This is an optimization exercise on Yosys and OpenROAD, whose aim is small area, not a production implementation.
RTL that was checked went through simulation tests only; none was proved equivalent to the original.
No activity file was given, so power comes from the tool's default toggle rates.

==> v28 <==
==> flow/design.v <==
package shift_reg_pkg;
  localparam int DEPTH  = 64;
  localparam int ADDR_W = $clog2(DEPTH);
  localparam int DATA_W = 16;
  typedef logic [DATA_W-1:0] word_t;
  typedef logic [ADDR_W-1:0] addr_t;
endpackage
module shift_reg_tap_mux
#(
  parameter int dataWidth = 16
) (
  input  logic [shift_reg_pkg::DEPTH-1:0][dataWidth-1:0] taps,
  input  logic [shift_reg_pkg::ADDR_W:0]                fill,
  input  logic                                          phase,
  input  shift_reg_pkg::addr_t                          sel,
  output logic [dataWidth-1:0]                          dout
);
  localparam int DEPTH = shift_reg_pkg::DEPTH;
  localparam int NG    = DEPTH / 3;   
  logic [DEPTH-1:0] hit;
  logic             valid;
  logic             vflip;
  shift_reg_rd_dec u_dec (
    .fill (fill),
    .sel  (sel),
    .hit  (hit),
    .valid(valid)
  );
  assign vflip = valid & (phase ^ sel[0]);
  for (genvar b = 0; b < dataWidth; b++) begin : g_bit
    logic [DEPTH-1:0] col;
    logic [NG:0]      grp_n;
    always_comb begin
      for (int j = 0; j < DEPTH; j++) col[j] = taps[j][b];
    end
    for (genvar g = 0; g < NG; g++) begin : g_grp
      shift_reg_aoi3 u_aoi (
        .d  (col[3*g +: 3]),
        .h  (hit[3*g +: 3]),
        .y_n(grp_n[g])
      );
    end
    assign grp_n[NG] = ~(col[DEPTH-1] & hit[DEPTH-1]);
    assign dout[b] = ~&grp_n ^ vflip;
  end
endmodule
module shift_reg_rd_dec (
  input  logic [shift_reg_pkg::ADDR_W:0]     fill,
  input  shift_reg_pkg::addr_t               sel,
  output logic [shift_reg_pkg::DEPTH-1:0]    hit,
  output logic                               valid
);
  logic [7:0] col_n, row_n;
  assign valid = fill[shift_reg_pkg::ADDR_W] | (sel < fill[shift_reg_pkg::ADDR_W-1:0]);
  shift_reg_dec3n u_col (.a(sel[2:0]), .en(1'b1),  .y_n(col_n));
  shift_reg_dec3n u_row (.a(sel[5:3]), .en(valid), .y_n(row_n));
  for (genvar j = 0; j < shift_reg_pkg::DEPTH; j++) begin : g_hit
    shift_reg_nor2 u_hit (.a(row_n[j / 8]), .b(col_n[j % 8]), .y(hit[j]));
  end
endmodule
module shift_reg_dec3n (
  input  logic [2:0] a,
  input  logic       en,
  output logic [7:0] y_n
);
  always_comb begin
    for (int i = 0; i < 8; i++) y_n[i] = ~(en & (a == i));
  end
endmodule
module shift_reg_nor2 (
  input  logic a,
  input  logic b,
  output logic y
);
  assign y = ~(a | b);
endmodule
module shift_reg_aoi3 (
  input  logic [2:0] d,
  input  logic [2:0] h,
  output logic       y_n
);
  assign y_n = ~|(d & h);
endmodule
module shift_reg
#(
  parameter int dataWidth = 16
) (
  input  logic                 clk,
  input  logic                 rst,
  input  logic                 shift,
  input  logic [dataWidth-1:0] din,
  input  shift_reg_pkg::addr_t address,
  output logic [dataWidth-1:0] dout
);
  logic [shift_reg_pkg::DEPTH-1:0][dataWidth-1:0] mem;
  logic [shift_reg_pkg::DEPTH-1:0][dataWidth-1:0] mem_nxt;
  logic [shift_reg_pkg::DEPTH-1:0][dataWidth-1:0] mem_in_n;
  logic [shift_reg_pkg::ADDR_W:0]                 fill;
  logic                                           phase;
  always_ff @(posedge clk) begin
    if (rst) begin
      fill  <= '0;
      phase <= 1'b0;
    end else begin
      if (!shift) phase <= ~phase;
      if (shift && !fill[shift_reg_pkg::ADDR_W]) fill <= fill + 1'b1;
    end
  end
  always_comb begin
    mem_in_n[0] = ~(din ^ {dataWidth{phase}});
    for (int k = 1; k < shift_reg_pkg::DEPTH; k++) begin
      mem_in_n[k] = mem[k-1];
    end
  end
  for (genvar k = 0; k < shift_reg_pkg::DEPTH; k++) begin : g_entry
    shift_reg_entry #(
      .dataWidth(dataWidth)
    ) u_entry (
      .sh  (shift),
      .d_n (mem_in_n[k]),
      .q   (mem[k]),
      .nxt (mem_nxt[k])
    );
  end
  always_ff @(posedge clk) begin
    mem <= mem_nxt;
  end
  shift_reg_tap_mux #(
    .dataWidth(dataWidth)
  ) u_tap_mux (
    .taps (mem),
    .fill (fill),
    .phase(phase),
    .sel  (address),
    .dout (dout)
  );
endmodule
module shift_reg_entry
#(
  parameter int dataWidth = 16
) (
  input  logic                 sh,
  input  logic [dataWidth-1:0] d_n,
  input  logic [dataWidth-1:0] q,
  output logic [dataWidth-1:0] nxt
);
  logic sh_n;
  assign sh_n = ~sh;
  for (genvar b = 0; b < dataWidth; b++) begin : g_bit
    shift_reg_cell u_cell (
      .sh  (sh),
      .sh_n(sh_n),
      .d_n (d_n[b]),
      .q   (q[b]),
      .nxt (nxt[b])
    );
  end
endmodule
module shift_reg_cell (
  input  logic sh,
  input  logic sh_n,
  input  logic d_n,
  input  logic q,
  output logic nxt
);
  assign nxt = ~((sh_n | d_n) & (sh | q));
endmodule
==> flow/flow/run.sh <==
#!/bin/bash
# Layout flow: the standard synthesis and ORFS steps, with these changes:
#  - ports are buffered with buf_2 instead of the resizer's default pick;
#  - the clock tree uses clkbuf_8 leaves on clusters of up to 15 sinks, clkbuf_16
#    above them, and no dummy loads.
# Each step's full output goes to a log file in the work folder.
set -euo pipefail
cd "$(dirname "$0")/.."

bash standard.sh synth > synth.log 2>&1

bash standard.sh \
  "BUFFER_PORTS_ARGS=-buffer_cell sky130_fd_sc_hd__buf_2" \
  "CTS_ARGS=-sink_clustering_enable -repair_clock_nets -dont_use_dummy_load -root_buf sky130_fd_sc_hd__clkbuf_16 -tree_buf sky130_fd_sc_hd__clkbuf_16 -buf_list {sky130_fd_sc_hd__clkbuf_8} -sink_clustering_size 15 -sink_clustering_max_diameter 60" \
  finish > layout.log 2>&1
==> flow/standard.sh <==
#!/bin/bash
# synth_recipe.tcl (not shown) runs the flow's synth.tcl, then flattens the netlist and writes it again
# the make line also repeats each setting of config.mk as NAME=value (left out here)
make -C /OpenROAD-flow-scripts/flow DESIGN_CONFIG=/design/flow/config.mk WORK_HOME=/design/flow/orfs CLKGATE_MAP_FILE= SYNTH_SCRIPT=/design/flow/synth_recipe.tcl "${@:-finish}"
==> flow/config.mk <==
export PLATFORM = sky130hd
export DESIGN_NAME = shift_reg
export DESIGN_NICKNAME = shift_reg
export VERILOG_FILES = /design/flow/design.v
export SDC_FILE = /design/flow/constraint.sdc
export NUM_CORES = 4
export LEC_CHECK = 0
export CAP_MARGIN = 20
export CORE_MARGIN = 2
export CORE_UTILIZATION = 40
export GPL_TIMING_DRIVEN = 0
export SETUP_SLACK_MARGIN = 0.3
export SLEW_MARGIN = 20
export SYNTH_HIERARCHICAL = 1
export SYNTH_MINIMUM_KEEP_SIZE = 0
==> flow/constraint.sdc <==
create_clock -name core_clock -period 7.0 [get_ports {clk}]
set_input_delay 1.4000 -clock core_clock [delete_from_list [all_inputs] [get_ports {clk}]]
set_output_delay 1.4000 -clock core_clock [all_outputs]
set_load 0.01 [all_outputs]
==> v33: changes against v28 <==
==> flow/design.v, changed modules only <==
module shift_reg_tap_mux
#(
  parameter int dataWidth = 16
) (
  input  logic [shift_reg_pkg::DEPTH-1:0][dataWidth-1:0] taps,
  input  shift_reg_pkg::addr_t                          wptr,
  input  logic                                          full,
  input  logic                                          flip,
  input  shift_reg_pkg::addr_t                          sel,
  output logic [dataWidth-1:0]                          dout
);
  localparam int DEPTH = shift_reg_pkg::DEPTH;
  localparam int NG    = DEPTH / 3;   
  logic [DEPTH-1:0] hit;
  logic             valid;
  logic             vflip;
  shift_reg_rd_dec u_dec (
    .wptr (wptr),
    .full (full),
    .sel  (sel),
    .hit  (hit),
    .valid(valid)
  );
  assign vflip = valid & flip;
  for (genvar b = 0; b < dataWidth; b++) begin : g_bit
    logic [DEPTH-1:0] col;
    logic [NG:0]      grp_n;
    always_comb begin
      for (int j = 0; j < DEPTH; j++) col[j] = taps[j][b];
    end
    for (genvar g = 0; g < NG; g++) begin : g_grp
      shift_reg_aoi3 u_aoi (
        .d  (col[3*g +: 3]),
        .h  (hit[3*g +: 3]),
        .y_n(grp_n[g])
      );
    end
    assign grp_n[NG] = ~(col[DEPTH-1] & hit[DEPTH-1]);
    assign dout[b] = ~&grp_n ^ vflip;
  end
endmodule
module shift_reg_rd_dec (
  input  shift_reg_pkg::addr_t               wptr,
  input  logic                               full,
  input  shift_reg_pkg::addr_t               sel,
  output logic [shift_reg_pkg::DEPTH-1:0]    hit,
  output logic                               valid
);
  logic [3:0] lo_sum, hi_sum0, hi_sum1;
  logic [7:0] lo_hot, hi_hot0, row;
  logic       c;
  assign lo_sum  = {1'b0, wptr[2:0]} + {1'b0, ~sel[2:0]};
  assign c       = lo_sum[3];
  assign hi_sum0 = {1'b0, wptr[5:3]} + {1'b0, ~sel[5:3]};
  assign hi_sum1 = {1'b0, wptr[5:3]} + {1'b0, ~sel[5:3]} + 4'd1;
  assign valid   = full | (c ? hi_sum1[3] : hi_sum0[3]);
  shift_reg_dec3 u_lo (.a(lo_sum[2:0]),  .y(lo_hot));
  shift_reg_dec3 u_hi (.a(hi_sum0[2:0]), .y(hi_hot0));
  always_comb begin
    for (int r = 0; r < 8; r++) begin
      row[r] = valid & (c ? hi_hot0[(r + 7) % 8] : hi_hot0[r]);
    end
    for (int j = 0; j < shift_reg_pkg::DEPTH; j++) begin
      hit[j] = row[j / 8] & lo_hot[j % 8];
    end
  end
endmodule
module shift_reg_dec3 (
  input  logic [2:0] a,
  output logic [7:0] y
);
  always_comb begin
    for (int i = 0; i < 8; i++) y[i] = (a == i);
  end
endmodule
module shift_reg
#(
  parameter int dataWidth = 16
) (
  input  logic                 clk,
  input  logic                 rst,
  input  logic                 shift,
  input  logic [dataWidth-1:0] din,
  input  shift_reg_pkg::addr_t address,
  output logic [dataWidth-1:0] dout
);
  logic [shift_reg_pkg::DEPTH-1:0][dataWidth-1:0] mem;
  logic [shift_reg_pkg::DEPTH-1:0][dataWidth-1:0] mem_nxt;
  logic [shift_reg_pkg::DEPTH-1:0]                we;
  logic [shift_reg_pkg::DEPTH-1:0]                we_n;
  logic [dataWidth-1:0]                           wdata;
  shift_reg_pkg::addr_t                           wptr;
  logic                                           full;
  logic                                           phase;
  always_ff @(posedge clk) begin
    if (rst) begin
      wptr  <= '0;
      full  <= 1'b0;
      phase <= 1'b0;
    end else begin
      phase <= ~phase;
      if (shift) begin
        wptr <= wptr + 1'b1;
        if (&wptr) full <= 1'b1;
      end
    end
  end
  always_comb begin
    for (int i = 0; i < shift_reg_pkg::DEPTH; i++) begin
      we[i]   = shift && (wptr == i);
      we_n[i] = !we[i];
    end
  end
  assign wdata = ~(din ^ {dataWidth{phase}});
  for (genvar i = 0; i < shift_reg_pkg::DEPTH; i++) begin : g_row
    for (genvar b = 0; b < dataWidth; b++) begin : g_bit
      shift_reg_cell u_cell (
        .we  (we[i]),
        .we_n(we_n[i]),
        .d_n (wdata[b]),
        .q   (mem[i][b]),
        .nxt (mem_nxt[i][b])
      );
    end
  end
  always_ff @(posedge clk) begin
    mem <= mem_nxt;
  end
  shift_reg_tap_mux #(
    .dataWidth(dataWidth)
  ) u_tap_mux (
    .taps (mem),
    .wptr (wptr),
    .full (full),
    .flip (~phase),
    .sel  (address),
    .dout (dout)
  );
endmodule
module shift_reg_cell (
  input  logic we,
  input  logic we_n,
  input  logic d_n,
  input  logic q,
  output logic nxt
);
  assign nxt = ~((we & d_n) | (we_n & q));
endmodule
// module shift_reg_dec3n removed
// module shift_reg_nor2 removed
// module shift_reg_entry removed
--- a/flow/flow/run.sh
+++ b/flow/flow/run.sh
@@ -2,2 +2,3 @@
 # Layout flow: the standard synthesis and ORFS steps, with these changes:
+#  - after synthesis, the bit cells' a22oi gates are set to the _1 drive;
 #  - ports are buffered with buf_2 instead of the resizer's default pick;
@@ -11,2 +12,6 @@
 
+SYNTH_ODB=$PWD/orfs/results/$FLOW_PLATFORM/shift_reg/base/1_synth.odb \
+  openroad -no_init -exit flow/downsize.tcl > downsize.log 2>&1
+touch orfs/results/$FLOW_PLATFORM/shift_reg/base/1_synth.sdc
+
 bash standard.sh \
==> flow/flow/downsize.tcl (new file) <==
# Put the bit cells' inverting AND-OR gates back to the smallest drive: each
# drives one flip-flop D pin next to it, which the _1 size handles easily.
set odb $::env(SYNTH_ODB)
read_db $odb
set block [ord::get_db_block]
set db [ord::get_db]
set small [$db findMaster sky130_fd_sc_hd__a22oi_1]
set n 0
foreach inst [$block getInsts] {
  if { [[$inst getMaster] getName] eq "sky130_fd_sc_hd__a22oi_2" } {
    $inst swapMaster $small
    incr n
  }
}
puts "downsized $n a22oi_2 to a22oi_1"
write_db $odb
==> v37: changes against v28 <==
==> flow/design.v, changed modules only <==
module shift_reg
#(
  parameter int dataWidth = 16
) (
  input  logic                 clk,
  input  logic                 rst,
  input  logic                 shift,
  input  logic [dataWidth-1:0] din,
  input  shift_reg_pkg::addr_t address,
  output logic [dataWidth-1:0] dout
);
  logic [shift_reg_pkg::DEPTH-1:0][dataWidth-1:0] mem;
  logic [shift_reg_pkg::DEPTH-1:0][dataWidth-1:0] mem_nxt;
  logic [shift_reg_pkg::DEPTH-1:0][dataWidth-1:0] mem_in_n;
  logic [shift_reg_pkg::ADDR_W:0]                 fill;
  logic                                           phase;
  logic                                           shift_n;
  always_ff @(posedge clk) begin
    if (rst) begin
      fill  <= '0;
      phase <= 1'b0;
    end else begin
      if (!shift) phase <= ~phase;
      if (shift && !fill[shift_reg_pkg::ADDR_W]) fill <= fill + 1'b1;
    end
  end
  assign shift_n = ~shift;
  always_comb begin
    mem_in_n[0] = ~(din ^ {dataWidth{phase}});
    for (int k = 1; k < shift_reg_pkg::DEPTH; k++) begin
      mem_in_n[k] = mem[k-1];
    end
  end
  for (genvar k = 0; k < shift_reg_pkg::DEPTH; k++) begin : g_entry
    for (genvar b = 0; b < dataWidth; b++) begin : g_bit
      shift_reg_cell u_cell (
        .sh  (shift),
        .sh_n(shift_n),
        .d_n (mem_in_n[k][b]),
        .q   (mem[k][b]),
        .nxt (mem_nxt[k][b])
      );
    end
  end
  always_ff @(posedge clk) begin
    mem <= mem_nxt;
  end
  shift_reg_tap_mux #(
    .dataWidth(dataWidth)
  ) u_tap_mux (
    .taps (mem),
    .fill (fill),
    .phase(phase),
    .sel  (address),
    .dout (dout)
  );
endmodule
// module shift_reg_entry removed
==> flow/run.sh (new file) <==
#!/bin/bash
# synth_recipe.tcl (not shown) runs the flow's synth.tcl, then flattens the netlist and writes it again
# the make line also repeats each setting of config.mk as NAME=value (left out here)
make -C /OpenROAD-flow-scripts/flow DESIGN_CONFIG=/design/flow/config.mk WORK_HOME=/design/flow/orfs CLKGATE_MAP_FILE= SYNTH_SCRIPT=/design/flow/synth_recipe.tcl finish
Settings changed: CTS_BUF_LIST set to sky130_fd_sc_hd__clkbuf_8 sky130_fd_sc_hd__clkbuf_16, CTS_CLUSTER_DIAMETER set to 60, CTS_CLUSTER_SIZE set to 15.
removed: flow/flow/run.sh
removed: flow/standard.sh
==> notes.md <==
Switch Pwr: 0.00339 W
M1 GR Usage: 32.2%
RSZ-0062 raised after global routing: false
Count leader, synth: dfxtp_1
Outcome: no timing/DRC/antenna violations
Synth area leaders: dfxtp_1, o22ai_1, a222oi_1
# the run above: v37

==> notes.md <==
M1 GR Usage: 39.2%
RSZ-0062 raised after global routing: true
Final setup fails: 16
Setup WS post-layout: -0.403 ns
Switch Pwr: 0.00253 W
Seq_cells: 1032
Outcome: complete, but fails checks
Fail Reasons: negative setup slack
# the run above: v33

==> notes.md <==
Outcome: no timing/DRC/antenna violations
Combinational share of power: 9.1%
Switch Pwr: 0.00324 W
Cells on Worst Hold Path: 1
Synth area leaders: dfxtp_1, o22ai_1, a222oi_1
RSZ-0062 raised after global routing: true
Seq/Total Area, Yosys: 63.0%
# the run above: v28

The RTL of v33 was laid out without a check of its function.

-- separate check: timing with driven ports --
Ports are ideal in the flow. The routed layouts listed here were re-timed in OpenROAD.
Step 1 assumes that a clkbuf_16 drives the clock port and a buf_2 every other input.
Step 2 also shifts input and output timing later by t, the mid clock arrival at the registers, as if the neighbouring blocks saw the same clock.
Slacks: no drivers / after step 1 / after step 2; pairs: no drivers / after step 1.
| run | t (ns) | setup slack, ns | latest minus earliest clock arrival (ns) |
|---|---|---|---|
| v28 | 0.657 | 0.162 / 0.097 / 0.097 | 0.097 / 0.097 |
| v33 | 0.663 | -0.403 / -0.444 / -0.444 | 0.096 / 0.095 |
| v37 | 0.704 | 0.300 / 0.250 / 0.250 | 0.029 / 0.030 |
The setup slack of v28, which loses most, moves by -0.065 ns with the drivers and by -0.065 ns with both steps.
